Context: an optimization exercise on an open-source flow, tuned for small area, a short achievable clock period and few clock cycles per item. The choices shown serve that exercise and are no tape-out recipe. Only simulation tests tie the RTL to the original design; equivalence was not proved. Power is estimated from default activity; no workload was simulated.

Design wm_block_blender, start of the top module:
module wm_block_blender #(
    parameter  int DATA_W = 8,
    parameter  int MAX_M  = 8,
    localparam int IDX_W  = $clog2(MAX_M * MAX_M)
) (
    input  wire logic              clk,
    input  wire logic              rst,
    input  wire logic [IDX_W-1:0]  cfg_m,
    input  wire logic [DATA_W:0]   cfg_bthr,
    input  wire logic [7:0]        cfg_amin,
    input  wire logic [7:0]        cfg_amax,
    input  wire logic [7:0]        cfg_bmin,
    input  wire logic [7:0]        cfg_bmax,
    input  wire logic              s_valid,
    output logic                   s_ready,
    input  wire logic [DATA_W-1:0] s_data,
    output logic                   m_valid,
    input  wire logic              m_ready,
    output logic [DATA_W-1:0]      m_data,
    output logic                   m_last,
    output logic                   busy,
    output logic                   err
);
    localparam int GAP = 5;
    logic       rdy_q;
    logic       st_first, st_w, st_last, st_rownz;
    logic [5:0] st_k;
    logic [2:0] st_col;
    logic [5:0] ac;                  
    logic [2:0] cnt;                 
    logic [2:0] nopen;               
    logic       err_q, busy_q;
    logic [2:0] mm1;                 
    logic [8:0] bthr;
    logic [7:0] bmin, bmax;
    logic [5:0] nm1;                 
    logic [6:0] nsq;                 
    logic [7:0] n3;                  
    logic       xfer, bad, xfer_p, xfer_w, first_ok, cap;
    logic [5:0] cfg_nm1;
    logic [6:0] cfg_nsq;
    logic [7:0] cfg_n3;
    function automatic logic gt8(input logic [7:0] a, input logic [7:0] b);
        logic [7:0] g, e;
        logic [3:0] g1, e1;
        logic [1:0] g2, e2;
        g = a & ~b;
        e = ~(a ^ b);
        for (int i = 0; i < 4; i++) begin
            g1[i] = g[2*i+1] | (e[2*i+1] & g[2*i]);
            e1[i] = e[2*i+1] & e[2*i];
        end
        for (int i = 0; i < 2; i++) begin
            g2[i] = g1[2*i+1] | (e1[2*i+1] & g1[2*i]);
            e2[i] = e1[2*i+1] & e1[2*i];
        end
        gt8 = g2[1] | (e2[1] & g2[0]);
    endfunction
    always_comb begin
        xfer = s_valid && rdy_q;
  ...
Size: about 2,400 cells after synthesis, roughly 760 flip-flops, ~72 I/O pins, about 29,000 um2 of cells after synthesis.
Settings: LEC_CHECK=0, CAP_MARGIN=20, CORE_MARGIN=2, CORE_UTILIZATION=60, CTS_CLUSTER_DIAMETER=100, CTS_CLUSTER_SIZE=28, SLEW_MARGIN=20, TNS_END_PERCENT=10; clock period 13.0 ns.
standard.sh (not shown) runs the stock make flow with config.mk's settings and CLKGATE_MAP_FILE= SYNTH_SCRIPT=/design/flow/synth_recipe.tcl, a recipe that flattens the netlist after the stock synthesis.
==> flow/flow/run.sh <==
#!/bin/bash
# Own flow: the standard ORFS flow (standard.sh) with two changes in how
# the layout is made; the clock, its period and the I/O constraints are
# unchanged:
#  * timing repair is asked to leave extra setup slack (SETUP_SLACK_MARGIN),
#  * the port buffers are sky130_fd_sc_hd__buf_4 cells.
set -euo pipefail
export SETUP_SLACK_MARGIN=9.4
export BUFFER_PORTS_ARGS="-buffer_cell sky130_fd_sc_hd__buf_4"
bash standard.sh > standard.log 2>&1
Testbench counts at the start, summed over its fixed seeds: cycles 16,896, items 7,956.
==> next run, changes <==
--- a/flow/flow/run.sh
+++ b/flow/flow/run.sh
@@ -6,5 +6,5 @@
 #  * the port buffers are sky130_fd_sc_hd__buf_4 cells.
 set -euo pipefail
-export SETUP_SLACK_MARGIN=9.4
+export SETUP_SLACK_MARGIN=9.3
 export BUFFER_PORTS_ARGS="-buffer_cell sky130_fd_sc_hd__buf_4"
 bash standard.sh > standard.log 2>&1
--- a/flow/config.mk
+++ b/flow/config.mk
@@ -8,7 +8,4 @@
 export CAP_MARGIN = 20
 export CORE_MARGIN = 2
-export CORE_UTILIZATION = 60
-export CTS_CLUSTER_DIAMETER = 100
-export CTS_CLUSTER_SIZE = 28
+export CORE_UTILIZATION = 40
 export SLEW_MARGIN = 20
-export TNS_END_PERCENT = 10
The changed run produced a clean layout.
Power grows by about a fifth.
Setup slack gains 0.18 ns.
Synthesized cell count does not change.
First-iteration DRC count shrinks slightly.
==> next run, changes <==
--- a/flow/flow/run.sh
+++ b/flow/flow/run.sh
@@ -6,5 +6,5 @@
 #  * the port buffers are sky130_fd_sc_hd__buf_4 cells.
 set -euo pipefail
-export SETUP_SLACK_MARGIN=9.3
+export SETUP_SLACK_MARGIN=9.2
 export BUFFER_PORTS_ARGS="-buffer_cell sky130_fd_sc_hd__buf_4"
 bash standard.sh > standard.log 2>&1
--- a/flow/config.mk
+++ b/flow/config.mk
@@ -8,4 +8,7 @@
 export CAP_MARGIN = 20
 export CORE_MARGIN = 2
-export CORE_UTILIZATION = 40
+export CORE_UTILIZATION = 50
+export CTS_CLUSTER_DIAMETER = 100
+export CTS_CLUSTER_SIZE = 28
 export SLEW_MARGIN = 20
+export TNS_END_PERCENT = 10
What happened:
- sequential power stays flat
- worst setup slack is better by 0.0049 ns
- via count shrinks by about 1.7%
- utilization grows by 8.0 points
- first-iteration DRC count grows by about 1.3%
- non-clock buffer count shrinks by 3
- final area shrinks by 6.7%
==> next run, changes <==
--- a/flow/flow/run.sh
+++ b/flow/flow/run.sh
@@ -6,5 +6,5 @@
 #  * the port buffers are sky130_fd_sc_hd__buf_4 cells.
 set -euo pipefail
-export SETUP_SLACK_MARGIN=9.2
+export SETUP_SLACK_MARGIN=9.0
 export BUFFER_PORTS_ARGS="-buffer_cell sky130_fd_sc_hd__buf_4"
 bash standard.sh > standard.log 2>&1
--- a/flow/config.mk
+++ b/flow/config.mk
@@ -8,7 +8,8 @@
 export CAP_MARGIN = 20
 export CORE_MARGIN = 2
-export CORE_UTILIZATION = 50
+export CORE_UTILIZATION = 55
 export CTS_CLUSTER_DIAMETER = 100
 export CTS_CLUSTER_SIZE = 28
+export GPL_TIMING_DRIVEN = 1
 export SLEW_MARGIN = 20
 export TNS_END_PERCENT = 10
Sequential power stays flat.
Count of clock-buffer cells in the layout rises by 3.
Area after synthesis stays the same.
First-iteration DRC count went up by about 1.8%.
Sequential cell count does not change.

## re-timing with driven ports
How much do the figures lean on ideal ports? The routed layouts below were timed once more, with nothing changed but the port constraints.
Step 1, drivers: a clkbuf_16 drives clk and a buf_2 each remaining input, both assumed.
Step 2 times the ports against the registers' clock, not the clock port: input delays grow and output delays shrink by t, the midpoint of the rising clock arrivals with the driver on.
a / b / c = ideal ports / drivers / drivers and shift; a / b = the first two.
run	shift t [ns]	setup WS [ns]	worst setup path at the end	pins driven straight from the clock port
the first run	0.647	8.851 / 8.845 / 8.198	input to register	1
the second run	0.678	9.035 / 9.035 / 8.421	input to register	1
the third run	0.640	9.040 / 9.026 / 8.386	input to register	1
the fourth run	0.641	8.950 / 8.911 / 8.270	input to register	1
After both steps every run listed still meets setup and hold. For the fourth run, which loses most, drivers alone change the setup slack by -0.039 ns; drivers and shift together by -0.680 ns.
